Background: an optimization exercise with open tools, aiming at small area. Do not read the settings as production practice. The RTL was checked by simulation tests, not by an equivalence proof against the original design. Power figures rest on the tool's default switching activity, not on a simulated workload.

==> v31 <==
==> flow/design.v <==
`default_nettype none
module dls_ao22 #(
  parameter int W = 64
) (
  input  logic [W-1:0] a,
  input  logic         sa,
  input  logic [W-1:0] b,
  input  logic         sb,
  output logic [W-1:0] y
);
  assign y = (a & {W{sa}}) | (b & {W{sb}});
endmodule
module dls_ao16 #(
  parameter int W = 64
) (
  input  logic [15:0][W-1:0] d,
  input  logic [15:0]        s,
  output logic [W-1:0]       y
);
  always_comb begin
    y = '0;
    for (int i = 0; i < 16; i++) y = y | (d[i] & {W{s[i]}});
  end
endmodule
module dls_ao18 #(
  parameter int W = 64
) (
  input  logic [17:0][W-1:0] d,
  input  logic [17:0]        s,
  output logic [W-1:0]       y
);
  always_comb begin
    y = '0;
    for (int i = 0; i < 18; i++) y = y | (d[i] & {W{s[i]}});
  end
endmodule
module dma_link_sequencer_tx #(
  parameter int                DATA_W    = 64,
  parameter int                ADDR_W    = 32,
  parameter int                NUM_LINKS = 16,
  parameter logic [ADDR_W-1:0] REG_BASE  = 32'hFFFF_0000,
  parameter int                IDX_W     = (NUM_LINKS > 1) ? $clog2(NUM_LINKS) : 1
) (
  input  logic              clk,
  input  logic              rst,
  input  logic [ADDR_W-1:0] slave_addr_i,
  input  logic [DATA_W-1:0] slave_data_i,
  input  logic              wr_en_i,
  input  logic              rd_en_i,
  input  logic [ADDR_W-1:0] rd_addr_i,
  output logic [DATA_W-1:0] rd_data_o,
  output logic              rd_valid_o,
  output logic              desc_valid_o,
  input  logic              desc_ready_i,
  output logic [DATA_W-1:0] desc_data_o,
  output logic [DATA_W-1:0] desc_base_o,
  output logic [IDX_W-1:0]  desc_idx_o,
  input  logic              xfer_done_i,
  output logic              busy_o,
  output logic              done_o,
  output logic              aborted_o,
  output logic              irq_o
);
  localparam int                c_stride    = DATA_W / 8;
  localparam logic [ADDR_W-1:0] c_ctrl_addr = REG_BASE + ADDR_W'((NUM_LINKS + 1) * c_stride);
  localparam logic [ADDR_W-1:0] c_stat_addr = REG_BASE + ADDR_W'((NUM_LINKS + 2) * c_stride);
  localparam logic [7:0]        c_max_cnt   = 8'(NUM_LINKS);
  logic                st_issue_q, st_wait_q, st_fin_q;
  logic                aborted_q, abort_pend_q, irq_q;
  logic [DATA_W-1:0]   base_q;
  logic [15:0][DATA_W-1:0] link_q;
  logic [7:0]          count_q;
  logic [IDX_W-1:0]    idx_q;
  logic [DATA_W-1:0]   rd_data_q;
  logic                rd_valid_q;
  logic                busy;
  assign busy = st_issue_q | st_wait_q;
  logic [NUM_LINKS+1:0] w_sel, w_ld, w_hd;
  always_comb begin
    for (int i = 0; i < NUM_LINKS; i++)
      w_sel[i] = (slave_addr_i == REG_BASE + ADDR_W'((i + 1) * c_stride));
    w_sel[NUM_LINKS]     = (slave_addr_i == REG_BASE);
    w_sel[NUM_LINKS + 1] = (slave_addr_i == c_ctrl_addr);
    w_ld = w_sel & {(NUM_LINKS+2){wr_en_i & ~busy & ~rst}};
    w_hd = ~(w_ld | {(NUM_LINKS+2){rst}});
  end
  logic [15:0][DATA_W-1:0] link_nx;
  logic [DATA_W-1:0]       base_nx;
  logic [7:0]              count_nx;
  for (genvar g = 0; g < 16; g++) begin : g_link
    dls_ao22 #(.W(DATA_W)) u_nx (
      .a(link_q[g]), .sa(w_hd[g]), .b(slave_data_i), .sb(w_ld[g]), .y(link_nx[g])
    );
  end
  dls_ao22 #(.W(DATA_W)) u_base_nx (
    .a(base_q), .sa(w_hd[NUM_LINKS]), .b(slave_data_i), .sb(w_ld[NUM_LINKS]), .y(base_nx)
  );
  dls_ao22 #(.W(8)) u_count_nx (
    .a(count_q), .sa(w_hd[NUM_LINKS+1]), .b(slave_data_i[15:8]), .sb(w_ld[NUM_LINKS+1]),
    .y(count_nx)
  );
  always_ff @(posedge clk) begin
    link_q  <= link_nx;
    base_q  <= base_nx;
    count_q <= count_nx;
  end
  logic [17:0]             r_sel;
  logic                    r_sel_stat;
  logic [17:0][DATA_W-1:0] r_src;
  logic [DATA_W-1:0]       r_mux, rd_nx, w_status;
  always_comb begin
    r_sel[0] = ~rd_en_i & ~rst;
    r_sel[1] = rd_en_i & ~rst & (rd_addr_i == REG_BASE);
    for (int i = 0; i < 16; i++)
      r_sel[i + 2] = rd_en_i & ~rst & (rd_addr_i == REG_BASE + ADDR_W'((i + 1) * c_stride));
    r_sel_stat = rd_en_i & ~rst & (rd_addr_i == c_stat_addr);
    r_src[0] = rd_data_q;
    r_src[1] = base_q;
    for (int i = 0; i < 16; i++) r_src[i + 2] = link_q[i];
  end
  assign w_status = DATA_W'({8'h00, 8'(idx_q), count_q, 5'b0, irq_q, aborted_q, busy});
  dls_ao18 #(.W(DATA_W)) u_rd (.d(r_src), .s(r_sel), .y(r_mux));
  assign rd_nx = r_mux | (w_status & {DATA_W{r_sel_stat}});
  always_ff @(posedge clk) begin
    rd_data_q  <= rd_nx;
    rd_valid_q <= rd_en_i & ~rst;
  end
  logic [15:0] d_sel;
  always_comb begin
    for (int i = 0; i < 16; i++) d_sel[i] = (idx_q == IDX_W'(i));
  end
  dls_ao16 #(.W(DATA_W)) u_desc (.d(link_q), .s(d_sel), .y(desc_data_o));
  logic       w_ctrl, w_start, w_abort, w_irq_clr, w_cnt_ok, w_last;
  logic [7:0] w_cnt;
  assign w_ctrl    = wr_en_i & w_sel[NUM_LINKS + 1];
  assign w_cnt     = slave_data_i[15:8];
  assign w_start   = w_ctrl & slave_data_i[0];
  assign w_abort   = w_ctrl & slave_data_i[1];
  assign w_irq_clr = w_ctrl & slave_data_i[2];
  assign w_cnt_ok  = (w_cnt != 8'd0) && (w_cnt <= c_max_cnt);
  assign w_last    = (idx_q == IDX_W'(count_q - 8'd1));
  logic w_go, w_end_issue, w_end_wait, w_next;
  assign w_go        = ~busy & ~st_fin_q & w_start & w_cnt_ok;
  assign w_end_issue = st_issue_q & desc_ready_i & (abort_pend_q | w_abort);
  assign w_end_wait  = st_wait_q & (w_abort | (xfer_done_i & w_last));
  assign w_next      = st_wait_q & ~w_abort & xfer_done_i & ~w_last;
  always_ff @(posedge clk) begin
    if (rst) begin
      st_issue_q   <= 1'b0;
      st_wait_q    <= 1'b0;
      st_fin_q     <= 1'b0;
      idx_q        <= '0;
      aborted_q    <= 1'b0;
      abort_pend_q <= 1'b0;
      irq_q        <= 1'b0;
    end else begin
      st_fin_q   <= w_end_issue | w_end_wait;
      st_issue_q <= w_go | w_next | (st_issue_q & ~desc_ready_i);
      st_wait_q  <= (st_issue_q & desc_ready_i & ~abort_pend_q & ~w_abort) |
                    (st_wait_q & ~w_abort & ~xfer_done_i);
      if (w_go) idx_q <= '0;
      else if (w_next) idx_q <= idx_q + IDX_W'(1);
      if (w_go) aborted_q <= 1'b0;
      else if (w_end_issue | (st_wait_q & w_abort)) aborted_q <= 1'b1;
      abort_pend_q <= st_issue_q & ~desc_ready_i & (abort_pend_q | w_abort);
      if (st_fin_q) irq_q <= 1'b1;
      else if (w_irq_clr) irq_q <= 1'b0;
    end
  end
  assign rd_data_o    = rd_data_q;
  assign rd_valid_o   = rd_valid_q;
  assign desc_valid_o = st_issue_q;
  assign desc_base_o  = base_q;
  assign desc_idx_o   = idx_q;
  assign busy_o       = busy;
  assign done_o       = st_fin_q;
  assign aborted_o    = aborted_q;
  assign irq_o        = irq_q;
endmodule
`default_nettype wire
==> flow/flow/run.sh <==
#!/bin/bash
# Layout flow: the standard ORFS flow (standard.sh), except that
#  * the RTL's dls_* helper modules (one-hot AND-OR selects) are replaced by
#    the equivalent cell-level versions in flow/gates.v before synthesis;
#    registers and all other logic are synthesized exactly as in the
#    standard flow;
#  * the port buffers are made of sky130_fd_sc_hd__buf_1;
#  * clock tree synthesis uses clkbuf_8 for larger sink clusters and
#    inserts no dummy loads.
set -euo pipefail
awk '/^[ \t]*module[ \t]+dls_/ {skip=1} !skip {print} skip && /^[ \t]*endmodule/ {skip=0}' \
  design.v > design_rtl_top.v
cat design_rtl_top.v flow/gates.v > design_gates.v
export BUFFER_PORTS_ARGS="-buffer_cell sky130_fd_sc_hd__buf_1"
export CTS_ARGS="-sink_clustering_enable -repair_clock_nets -dont_use_dummy_load -sink_clustering_size 16 -sink_clustering_max_diameter 60 -buf_list sky130_fd_sc_hd__clkbuf_8"
bash standard.sh VERILOG_FILES="$PWD/design_gates.v" finish > standard.log 2>&1
==> flow/flow/gates.v <==
// Cell-level versions of the dls_* helper modules of the RTL. run.sh puts
// these in place of the RTL versions before synthesis; they compute the same
// functions.

module dls_ao22 #(
  parameter int W = 64
) (
  input  logic [W-1:0] a,
  input  logic         sa,
  input  logic [W-1:0] b,
  input  logic         sb,
  output logic [W-1:0] y
);
  for (genvar i = 0; i < W; i++) begin : g_bit
    sky130_fd_sc_hd__a22o_1 u_ao (.A1(a[i]), .A2(sa), .B1(b[i]), .B2(sb), .X(y[i]));
  end
endmodule

module dls_ao16 #(
  parameter int W = 64
) (
  input  logic [15:0][W-1:0] d,
  input  logic [15:0]        s,
  output logic [W-1:0]       y
);
  for (genvar i = 0; i < W; i++) begin : g_bit
    logic [5:0] n;
    logic       t;
    for (genvar k = 0; k < 5; k++) begin : g_grp
      sky130_fd_sc_hd__a222oi_1 u_aoi (
        .A1(d[3*k][i]),   .A2(s[3*k]),
        .B1(d[3*k+1][i]), .B2(s[3*k+1]),
        .C1(d[3*k+2][i]), .C2(s[3*k+2]),
        .Y(n[k]));
    end
    sky130_fd_sc_hd__nand2_1 u_last (.A(d[15][i]), .B(s[15]), .Y(n[5]));
    sky130_fd_sc_hd__and3_1  u_and  (.A(n[0]), .B(n[1]), .C(n[2]), .X(t));
    sky130_fd_sc_hd__nand4_1 u_out  (.A(t), .B(n[3]), .C(n[4]), .D(n[5]), .Y(y[i]));
  end
endmodule

module dls_ao18 #(
  parameter int W = 64
) (
  input  logic [17:0][W-1:0] d,
  input  logic [17:0]        s,
  output logic [W-1:0]       y
);
  for (genvar i = 0; i < W; i++) begin : g_bit
    logic [5:0] n;
    logic       t;
    for (genvar k = 0; k < 6; k++) begin : g_grp
      sky130_fd_sc_hd__a222oi_1 u_aoi (
        .A1(d[3*k][i]),   .A2(s[3*k]),
        .B1(d[3*k+1][i]), .B2(s[3*k+1]),
        .C1(d[3*k+2][i]), .C2(s[3*k+2]),
        .Y(n[k]));
    end
    sky130_fd_sc_hd__and3_1  u_and (.A(n[0]), .B(n[1]), .C(n[2]), .X(t));
    sky130_fd_sc_hd__nand4_1 u_out (.A(t), .B(n[3]), .C(n[4]), .D(n[5]), .Y(y[i]));
  end
endmodule
==> flow/standard.sh <==
#!/bin/bash
# synth_recipe.tcl (not shown) runs the flow's synth.tcl, then flattens the netlist and writes it again
# the make line also repeats each setting of config.mk as NAME=value (left out here)
make -C /OpenROAD-flow-scripts/flow DESIGN_CONFIG=/design/flow/config.mk WORK_HOME=/design/flow/orfs CLKGATE_MAP_FILE= SYNTH_SCRIPT=/design/flow/synth_recipe.tcl "${@:-finish}"
==> flow/config.mk <==
export PLATFORM = sky130hd
export DESIGN_NAME = dma_link_sequencer_tx
export DESIGN_NICKNAME = dma_link_sequencer_tx
export VERILOG_FILES = /design/flow/design.v
export SDC_FILE = /design/flow/constraint.sdc
export NUM_CORES = 4
export LEC_CHECK = 0
export CAP_MARGIN = 20
export CORE_MARGIN = 2
export CORE_UTILIZATION = 55
export SLEW_MARGIN = 20
==> flow/constraint.sdc <==
create_clock -name core_clock -period 6.0 [get_ports {clk}]
set_input_delay 1.2000 -clock core_clock [delete_from_list [all_inputs] [get_ports {clk}]]
set_output_delay 1.2000 -clock core_clock [all_outputs]
set_load 0.01 [all_outputs]
==> inputs of v19, as changes to v31 <==
Settings changed: CORE_UTILIZATION 55 to 40.
==> inputs of v38, as changes to v31 <==
==> flow/flow/run.sh (replaced) <==
#!/bin/bash
# Layout flow: the standard ORFS flow (standard.sh), except that
#  * the RTL's dls_* helper modules (one-hot AND-OR selects) are replaced by
#    the equivalent cell-level versions in flow/gates.v before synthesis;
#    registers and all other logic are synthesized exactly as in the
#    standard flow;
#  * the port buffers are made of sky130_fd_sc_hd__buf_1.
set -euo pipefail
awk '/^[ \t]*module[ \t]+dls_/ {skip=1} !skip {print} skip && /^[ \t]*endmodule/ {skip=0}' \
  design.v > design_rtl_top.v
cat design_rtl_top.v flow/gates.v > design_gates.v
export BUFFER_PORTS_ARGS="-buffer_cell sky130_fd_sc_hd__buf_1"
bash standard.sh VERILOG_FILES="$PWD/design_gates.v" finish > standard.log 2>&1
Settings changed: CTS_BUF_LIST set to sky130_fd_sc_hd__clkbuf_4 sky130_fd_sc_hd__clkbuf_8.
==> qor.txt <==
Die height -> 285 um
Avg WL per Cell -> 40.0 um
Final Cycle Share -> 89.2%
N_diodes -> 6
Status -> no timing/DRC/antenna violations
P_clk -> 0.00389 W
Cell Chain, Critical Path -> ha_1, and3_2, buf_4, a222oi_1, nand4_1, buf_1
Combinational Power Share -> 3.9%
Arr. time, crit path -> 4.15 ns
Util after Layout -> 62.9%
Metal2 WL -> 85.5 mm
Placed Area -> 47500 um^2
Number of H-tree levels -> 3
Share of cells above drive strength 1 -> 7.24%
Clock buf count -> 90
# the run above: v31

==> qor.txt <==
Combinational Power Share -> 3.0%
P_clk -> 0.00733 W
N_diodes -> 5
Cell Chain, Critical Path -> ha_1, and3_2, buf_4, a222oi_1, nand4_1, buf_1
Final Cycle Share -> 93.1%
Placed Area -> 47500 um^2
Status -> no timing/DRC/antenna violations
Metal2 WL -> 85.7 mm
Avg WL per Cell -> 38.6 um
Arr. time, crit path -> 4.39 ns
# the run above: v38

==> qor.txt <==
Status -> no timing/DRC/antenna violations
Combinational Power Share -> 3.9%
Die height -> 333 um
Hold Path End -> irq_q
Clock buf count -> 98
Share of cells above drive strength 1 -> 7.40%
Avg WL per Cell -> 38.4 um
Root Driver -> clkbuf_8
Arr. time, crit path -> 3.97 ns
Number of H-tree levels -> 3
Final Cycle Share -> 86.1%
Non-Filler Instances -> 5474
Metal2 WL -> 89.2 mm
Core area -> 107000 um^2
Util after Layout -> 46.0%
# the run above: v19

separate check: timing with driven ports:
The flow's constraints put no driver on any port. The routed layouts listed below were extracted and timed again, unchanged, in two steps. Step 1: set_driving_cell puts a clkbuf_16 on clk and a buf_2 on each other input, an assumption about the parent block. Step 2 times the ports against the registers' clock, not the clock port: input delays grow and output delays shrink by t, the midpoint of the rising clock arrivals with the driver on. Slacks: ideal ports / drivers / drivers and shift; pairs: ideal ports / drivers.
run	t, ns	setup slack, ns	worst setup path at the end	worst slew at a driven data input, ns	pins driven straight from the clock port
v31	0.803	0.648 / 0.580 / 1.180	input to register	0.10	1
v19	0.843	0.833 / 0.763 / 1.218	input to register	0.12	1
v38	0.920	0.412 / 0.340 / 1.223	input to register	0.10	1
After both steps every run listed still meets setup and hold.
